Source: an optimization exercise on an open RTL-to-GDS flow (aim: small area). Production flows keep margins and buffers that such runs may drop.
In this exercise RTL edits were held to simulation tests only and were not proved equivalent to the original.
Power figures rest on the tool's default switching activity, not on a simulated workload. No driver is modelled on the clock port, so clocking that relies on it looks cheaper here than on a real chip.

## fc_output_collector
module fc_output_collector #(
    parameter int N_NEURONS = fc_output_collector_pkg::N_HIDDEN,
    parameter int DATA_W    = fc_output_collector_pkg::DATA_W_DEF,
    parameter bit RELU_EN   = 1'b1,
    parameter int CNT_W     = fc_output_collector_pkg::CNT_W_DEF
) (
    input  logic                  clk,
    input  logic                  reset,
    input  logic [DATA_W-1:0]     s_data,
    input  logic                  s_valid,
    input  logic                  s_done,
    output logic                  m_start,
    output logic [DATA_W-1:0]     m_data,
    output logic                  m_valid,
    output logic                  frame_done,
    output logic                  busy,
    output logic                  err_short,
    output logic                  err_drop
);
    localparam int IDX_W = (N_NEURONS > 1) ? $clog2(N_NEURONS) : 1;
    localparam int MEM_W = RELU_EN ? DATA_W - 1 : DATA_W;
    logic [IDX_W-1:0]  idx_r;
    logic              last_s;
    logic              we_s;
    logic              complete_s;
    logic              abort_s;
    logic              next_valid_s;
    logic [MEM_W-1:0]  wdata_s;
    logic [MEM_W-1:0]  rdata_s;
    logic              shift_r;
    logic              shift_n_r;
    logic              par_r;
    logic              m_start_r;
    logic [MEM_W-1:0]  m_data_r;
    logic              m_valid_r;
  ...
Size: ~4400 cells after synthesis, roughly 2000 flip-flops, about 42 I/O pins, ~0.054 mm2 of cells after synthesis.
==> flow/config.mk <==
export PLATFORM = sky130hd
export DESIGN_NAME = fc_output_collector
export DESIGN_NICKNAME = fc_output_collector
export VERILOG_FILES = /design/flow/design.v
export SDC_FILE = /design/flow/constraint.sdc
export NUM_CORES = 4
export LEC_CHECK = 0
export CAP_MARGIN = 20
export CORE_MARGIN = 2
export CORE_UTILIZATION = 60
export SLEW_MARGIN = 20
==> flow/constraint.sdc <==
create_clock -name core_clock -period 4.0 [get_ports {clk}]
set_input_delay 0.8000 -clock core_clock [delete_from_list [all_inputs] [get_ports {clk}]]
set_output_delay 0.8000 -clock core_clock [all_outputs]
set_load 0.01 [all_outputs]
standard.sh (not shown) runs the stock make flow with config.mk's settings and CLKGATE_MAP_FILE= SYNTH_SCRIPT=/design/flow/synth_recipe.tcl, a recipe that flattens the netlist after the stock synthesis.
==> flow/flow/run.sh <==
#!/bin/bash
# Layout flow: the standard ORFS flow (standard.sh) with these changes:
# - port buffers use the smallest buffer cell;
# - after global placement, flow/fanout_tree.tcl rebuilds the buffer trees of
#   the two shift-register control nets as one level of clustered buf_4s;
# - clock tree synthesis uses larger sink clusters of clkbuf_16 and inserts
#   no dummy loads.
# make's output goes to orfs_make.log; each ORFS step logs under orfs/logs.
set -euo pipefail
HERE=$(pwd)
CTS="-sink_clustering_enable -repair_clock_nets -sink_clustering_size 36 -sink_clustering_max_diameter 80 -buf_list sky130_fd_sc_hd__clkbuf_16 -dont_use_dummy_load"
bash standard.sh \
  "BUFFER_PORTS_ARGS=-buffer_cell sky130_fd_sc_hd__buf_1" \
  "POST_GLOBAL_PLACE_TCL=$HERE/flow/fanout_tree.tcl" \
  "CTS_ARGS=$CTS" \
  finish > orfs_make.log 2>&1
==> flow/flow/fanout_tree.tcl <==
# Rebuild the buffer trees of the shift-register control nets (the nets driven
# by the shift_r and shift_n_r flip-flops): the loads are split by recursive
# bisection into clusters of at most ft_max pins, each driven by one
# buf_4 placed at its centre, and the leaf buffers are driven by one buf_12
# at their centre.
proc ft_is_buf {master} {
  return [regexp {__(buf|clkbuf)_[0-9]+$} $master]
}

proc ft_split {pts k} {
  # pts: list of {x y pinname}; splits them into k clusters of near-equal
  # size by recursive bisection across the longer side.
  if {$k <= 1} { return [list $pts] }
  set xs [lsort -real [lmap p $pts {lindex $p 0}]]
  set ys [lsort -real [lmap p $pts {lindex $p 1}]]
  set dx [expr {[lindex $xs end] - [lindex $xs 0]}]
  set dy [expr {[lindex $ys end] - [lindex $ys 0]}]
  set i [expr {$dx >= $dy ? 0 : 1}]
  set s [lsort -real -index $i $pts]
  set k1 [expr {$k / 2}]
  set h [expr {[llength $s] * $k1 / $k}]
  return [concat [ft_split [lrange $s 0 [expr {$h - 1}]] $k1] \
            [ft_split [lrange $s $h end] [expr {$k - $k1}]]]
}

proc ft_centre {pts} {
  set sx 0.0; set sy 0.0
  foreach p $pts { set sx [expr {$sx + [lindex $p 0]}]; set sy [expr {$sy + [lindex $p 1]}] }
  set n [llength $pts]
  return [list [expr {$sx / $n}] [expr {$sy / $n}]]
}

proc ft_rebuild {pattern max leaf root} {
  set block [ord::get_db_block]
  set dbu [$block getDbUnitsPerMicron]
  set drv ""
  foreach inst [$block getInsts] {
    if {[string match $pattern [$inst getName]]} { set drv $inst; break }
  }
  if {$drv eq ""} { puts "fanout_tree: no instance matches $pattern"; return }
  set q [$drv findITerm Q]
  # Walk the buffer tree below the flip-flop.
  set bufs {}
  set todo [list [$q getNet]]
  set nloads 0
  while {[llength $todo]} {
    set net [lindex $todo 0]; set todo [lrange $todo 1 end]
    foreach it [$net getITerms] {
      if {[$it isOutputSignal]} { continue }
      set inst [$it getInst]
      if {[ft_is_buf [[$inst getMaster] getName]]} {
        lappend bufs [$inst getName]
        lappend todo [[$inst findITerm X] getNet]
      } else {
        incr nloads
      }
    }
  }
  puts "fanout_tree: [$drv getName]: [llength $bufs] buffers, $nloads loads"
  # Remove the old tree: bypass each buffer, leaves first.
  foreach name [lreverse $bufs] {
    set b [$block findInst $name]
    set in [[[$b findITerm A] getNet] getName]
    set out [[[$b findITerm X] getNet] getName]
    set loads {}
    foreach it [[[$b findITerm X] getNet] getITerms] {
      if {[$it getInst] eq $b} { continue }
      lappend loads "[[$it getInst] getName]/[[$it getMTerm] getName]"
    }
    foreach l $loads {
      disconnect_pin $out [get_pins $l]
      connect_pin $in [get_pins $l]
    }
    delete_instance [get_cells $name]
    delete_net [get_nets $out]
  }
  estimate_parasitics -placement
  set net [$q getNet]
  set pts {}
  foreach it [$net getITerms] {
    if {[$it isOutputSignal]} { continue }
    set inst [$it getInst]
    set b [$inst getBBox]
    lappend pts [list [expr {([$b xMin] + [$b xMax]) / 2.0 / $dbu}] [expr {([$b yMin] + [$b yMax]) / 2.0 / $dbu}] "[$inst getName]/[[$it getMTerm] getName]"]
  }
  set clusters [ft_split $pts [expr {([llength $pts] + $max - 1) / $max}]]
  set leafins {}
  set i 0
  foreach c $clusters {
    set pins [get_pins [lmap p $c {lindex $p 2}]]
    set xy [ft_centre $c]
    set b [insert_buffer -buffer_cell $leaf -net [get_nets [$net getName]] -load_pins $pins -location $xy]
    lappend leafins [list {*}$xy "[get_full_name $b]/A"]
    incr i
  }
  set xy [ft_centre $leafins]
  insert_buffer -buffer_cell $root -net [get_nets [[$q getNet] getName]] -load_pins [get_pins [lmap p $leafins {lindex $p 2}]] -location $xy
  puts "fanout_tree: [$drv getName]: $i leaf buffers"
}

if {![info exists ft_max]} { set ft_max 120 }
foreach pat {shift_r$* shift_n_r$*} {
  ft_rebuild $pat $ft_max sky130_fd_sc_hd__buf_4 sky130_fd_sc_hd__buf_12
}
The baseline produced a clean layout.
Next try:
--- a/flow/flow/run.sh
+++ b/flow/flow/run.sh
@@ -11 +11 @@
-CTS="-sink_clustering_enable -repair_clock_nets -sink_clustering_size 36 -sink_clustering_max_diameter 80 -buf_list sky130_fd_sc_hd__clkbuf_16 -dont_use_dummy_load"
+CTS="-sink_clustering_enable -repair_clock_nets -sink_clustering_size 20 -sink_clustering_max_diameter 80 -buf_list sky130_fd_sc_hd__clkbuf_8 -dont_use_dummy_load"
--- a/flow/flow/fanout_tree.tcl
+++ b/flow/flow/fanout_tree.tcl
@@ -101 +101 @@
-if {![info exists ft_max]} { set ft_max 120 }
+if {![info exists ft_max]} { set ft_max 100 }
Outcome: Setup slack gets worse by 0.12 ns. Sequential cell count does not change. Global-route usage rose by 0.26 points.
Next try:
--- a/flow/flow/run.sh
+++ b/flow/flow/run.sh
@@ -11 +11 @@
-CTS="-sink_clustering_enable -repair_clock_nets -sink_clustering_size 20 -sink_clustering_max_diameter 80 -buf_list sky130_fd_sc_hd__clkbuf_8 -dont_use_dummy_load"
+CTS="-sink_clustering_enable -repair_clock_nets -sink_clustering_size 22 -sink_clustering_max_diameter 90 -buf_list sky130_fd_sc_hd__clkbuf_8 -dont_use_dummy_load"
Settings changed: CORE_UTILIZATION 60 to 70.
The changed run finished with timing, DRC and antenna clean.
Die area drops by 14%.
Global-route usage climbs by 3.4 points.
Area after synthesis is unchanged.
Critical path depth does not change.
Count of clock-buffer cells in the layout drops by 9.

========
The RTL this note starts from:
==> flow/design.v <==
package fc_output_collector_pkg;
    localparam int N_HIDDEN   = 128;
    localparam int DATA_W_DEF = 16;
    localparam int CNT_W_DEF  = 8;
endpackage
module fc_output_collector_act_buffer #(
    parameter int DEPTH  = 128,
    parameter int DATA_W = 15
) (
    input  logic              clk,
    input  logic              shift,
    input  logic              shift_n,
    input  logic              par,
    input  logic [DATA_W-1:0] din,
    output logic [DATA_W-1:0] dout
);
    logic [DATA_W-1:0] in_r;
    logic [DATA_W-1:0] sr_r [1:DEPTH-1];
    always_ff @(posedge clk) begin
        in_r <= din;
    end
    always_ff @(posedge clk) begin
        sr_r[1] <= ~((({DATA_W{par}} ^ in_r) | {DATA_W{shift_n}}) & (sr_r[1] | {DATA_W{shift}}));
    end
    for (genvar i = 2; i < DEPTH; i++) begin : g_stage
        always_ff @(posedge clk) begin
            sr_r[i] <= ~((sr_r[i-1] | {DATA_W{shift_n}}) & (sr_r[i] | {DATA_W{shift}}));
        end
    end
    assign dout = sr_r[DEPTH-1] ^ {DATA_W{par}};
endmodule
module fc_output_collector #(
    parameter int N_NEURONS = fc_output_collector_pkg::N_HIDDEN,
    parameter int DATA_W    = fc_output_collector_pkg::DATA_W_DEF,
    parameter bit RELU_EN   = 1'b1,
    parameter int CNT_W     = fc_output_collector_pkg::CNT_W_DEF
) (
    input  logic                  clk,
    input  logic                  reset,
    input  logic [DATA_W-1:0]     s_data,
    input  logic                  s_valid,
    input  logic                  s_done,
    output logic                  m_start,
    output logic [DATA_W-1:0]     m_data,
    output logic                  m_valid,
    output logic                  frame_done,
    output logic                  busy,
    output logic                  err_short,
    output logic                  err_drop
);
    localparam int IDX_W = (N_NEURONS > 1) ? $clog2(N_NEURONS) : 1;
    localparam int MEM_W = RELU_EN ? DATA_W - 1 : DATA_W;
    logic [IDX_W-1:0]  idx_r;
    logic              last_s;
    logic              we_s;
    logic              complete_s;
    logic              abort_s;
    logic              next_valid_s;
    logic [MEM_W-1:0]  wdata_s;
    logic [MEM_W-1:0]  rdata_s;
    logic              shift_r;
    logic              shift_n_r;
    logic              par_r;
    logic              m_start_r;
    logic [MEM_W-1:0]  m_data_r;
    logic              m_valid_r;
    logic              frame_done_r;
    logic              busy_r;
    logic              err_short_r;
    logic              err_drop_r;
    assign last_s       = (idx_r == IDX_W'(N_NEURONS - 1));
    assign we_s         = !busy_r && s_valid;
    assign complete_s   = we_s && last_s;
    assign abort_s      = !busy_r && s_done && !complete_s && (idx_r != '0);
    assign next_valid_s = m_start_r || (m_valid_r && !last_s);
    if (RELU_EN) begin : g_relu
        assign wdata_s = s_data[DATA_W-1] ? '0 : s_data[MEM_W-1:0];
    end else begin : g_norelu
        assign wdata_s = s_data;
    end
    fc_output_collector_act_buffer #(
        .DEPTH  (N_NEURONS),
        .DATA_W (MEM_W)
    ) u_act_buffer (
        .clk     (clk),
        .shift   (shift_r),
        .shift_n (shift_n_r),
        .par     (par_r),
        .din     (wdata_s),
        .dout    (rdata_s)
    );
    always_ff @(posedge clk or negedge reset) begin
        if (!reset) begin
            shift_r   <= 1'b0;
            shift_n_r <= 1'b1;
            par_r     <= 1'b0;
        end else begin
            shift_r   <= s_valid || busy_r;
            shift_n_r <= !(s_valid || busy_r);
            par_r     <= !par_r;
        end
    end
    always_ff @(posedge clk or negedge reset) begin
        if (!reset) begin
            idx_r        <= '0;
            m_start_r    <= 1'b0;
            m_data_r     <= '0;
            m_valid_r    <= 1'b0;
            frame_done_r <= 1'b0;
            busy_r       <= 1'b0;
            err_short_r  <= 1'b0;
            err_drop_r   <= 1'b0;
        end else begin
            if (abort_s) begin
                idx_r <= '0;
            end else if (we_s || m_valid_r) begin
                idx_r <= idx_r + 1'b1;
            end
            m_start_r    <= complete_s;
            m_valid_r    <= next_valid_s;
            m_data_r     <= next_valid_s ? rdata_s : '0;
            frame_done_r <= m_valid_r && last_s;
            busy_r       <= complete_s || (busy_r && !frame_done_r);
            err_short_r  <= err_short_r || abort_s;
            err_drop_r   <= err_drop_r || (busy_r && s_valid);
        end
    end
    assign m_start    = m_start_r;
    assign m_data     = {{(DATA_W-MEM_W){1'b0}}, m_data_r};
    assign m_valid    = m_valid_r;
    assign frame_done = frame_done_r;
    assign busy       = busy_r;
    assign err_short  = err_short_r;
    assign err_drop   = err_drop_r;
endmodule
export LEC_CHECK = 0
export CAP_MARGIN = 20
export CORE_MARGIN = 2
export CORE_UTILIZATION = 70
export CTS_BUF_LIST = sky130_fd_sc_hd__clkbuf_16
export CTS_CLUSTER_DIAMETER = 80
export CTS_CLUSTER_SIZE = 30
export SLEW_MARGIN = 20
create_clock -name core_clock -period 4.0 [get_ports {clk}]
==> flow/flow/run.sh <==
#!/bin/bash
# Layout flow: the standard ORFS flow (standard.sh) with two changes:
# port buffers use the smallest buffer cell, and clock tree synthesis uses
# larger sink clusters of clkbuf_16 and inserts no dummy loads.
set -euo pipefail
CTS="-sink_clustering_enable -repair_clock_nets -sink_clustering_size 36 -sink_clustering_max_diameter 120 -buf_list sky130_fd_sc_hd__clkbuf_16 -dont_use_dummy_load"
bash standard.sh \
  "BUFFER_PORTS_ARGS=-buffer_cell sky130_fd_sc_hd__buf_1" \
  "CTS_ARGS=$CTS" \
  finish > orfs_make.log 2>&1
Edit:
--- a/flow/flow/run.sh
+++ b/flow/flow/run.sh
@@ -6 +6 @@
-CTS="-sink_clustering_enable -repair_clock_nets -sink_clustering_size 36 -sink_clustering_max_diameter 120 -buf_list sky130_fd_sc_hd__clkbuf_16 -dont_use_dummy_load"
+CTS="-sink_clustering_enable -repair_clock_nets -sink_clustering_size 36 -sink_clustering_max_diameter 80 -buf_list sky130_fd_sc_hd__clkbuf_16 -dont_use_dummy_load"
--- a/flow/config.mk
+++ b/flow/config.mk
@@ -10 +10 @@
-export CORE_UTILIZATION = 70
+export CORE_UTILIZATION = 40
What happened: Non-clock buffer count went up by 20. Synthesized area does not change. Clock power went up by a few percent. Hold slack degrades by 77 ps. Worst setup slack improves by 16 ps. Sequential share of layout area went down by 1.6 points. Via count went down slightly. Design area went up by a few percent. Wire length went down by a few percent. Count of clock-buffer cells in the layout went up by 6.
Edit:
--- a/flow/config.mk
+++ b/flow/config.mk
@@ -10 +10 @@
-export CORE_UTILIZATION = 40
+export CORE_UTILIZATION = 60
What happened: Global-route usage increases by 5.6 points; synthesized area does not change; routed wire length went up by 0.69%; setup slack degrades by 39 ps; total power is lower by 1.0%; die area drops by 33%; sequential share of layout area goes up by 1.3 points; clock-buffer cell count shrinks by 6; via count fell by 1.2%; register-to-register slack loses 20 ps; clock power goes down by 4.4%.
Edit:
--- a/flow/flow/run.sh
+++ b/flow/flow/run.sh
@@ -2,3 +2,5 @@
-# Layout flow: the standard ORFS flow (standard.sh) with two changes:
-# port buffers use the smallest buffer cell, and clock tree synthesis uses
-# larger sink clusters of clkbuf_16 and inserts no dummy loads.
+# Layout flow: the standard ORFS flow (standard.sh) with these changes:
+# port buffers use the smallest buffer cell; clock tree synthesis uses
+# larger sink clusters of clkbuf_16 and inserts no dummy loads; global
+# placement is not timing driven, and synthesis buffers are removed before it
+# so that the resize step buffers the design.
@@ -5,0 +8 @@
+HERE=$(pwd)
@@ -9,0 +13,2 @@
+  "GPL_TIMING_DRIVEN=0" \
+  "PRE_GLOBAL_PLACE_TCL=$HERE/flow/pre_gpl.tcl" \
==> flow/flow/pre_gpl.tcl (new file) <==
remove_buffers
--- a/flow/config.mk
+++ b/flow/config.mk
@@ -11,3 +10,0 @@
-export CTS_BUF_LIST = sky130_fd_sc_hd__clkbuf_16
-export CTS_CLUSTER_DIAMETER = 80
-export CTS_CLUSTER_SIZE = 30
What happened:
- The new run passed the timing, DRC and antenna checks
- die area does not change
- setup slack gets worse by 1500 ps
- design area climbs by 1.1%
- via count rose by 0.67%
- critical path depth grows by 8
- area after synthesis does not change
- non-clock buffer count came out lower by 5

[what the ideal ports hide]
Ports are ideal in the flow. The routed layouts listed here were re-timed in OpenROAD.
Step 1, drivers: a clkbuf_16 drives clk and a buf_2 each remaining input, both assumed.
Step 2 adds t to the input delays and takes it off the output delays; t is the mean of the earliest and latest rising clock arrival at the registers after step 1. Input paths then give back, and output paths get back, about the clock's delay inside the block.
Three values: no drivers, after step 1, after step 2; two values: the first two.
run	shift t [ns]	setup WS [ns]	worst data-port slew with drivers (ns)
the first run of note 1	0.731	1.847 / 1.782 / 1.940	0.03
the second run of note 1	0.829	1.723 / 1.657 / 1.877	0.03
the third run of note 1	0.785	1.783 / 1.720 / 1.904	0.03
the first run of note 2	0.711	1.820 / 1.753 / 1.833	0.03
the second run of note 2	0.696	1.836 / 1.764 / 1.881	0.03
the third run of note 2	0.738	1.797 / 1.731 / 1.862	0.03
the fourth run of note 2	0.719	0.307 / 0.307 / 0.307	0.03
After both steps setup and hold are still met in every run listed.
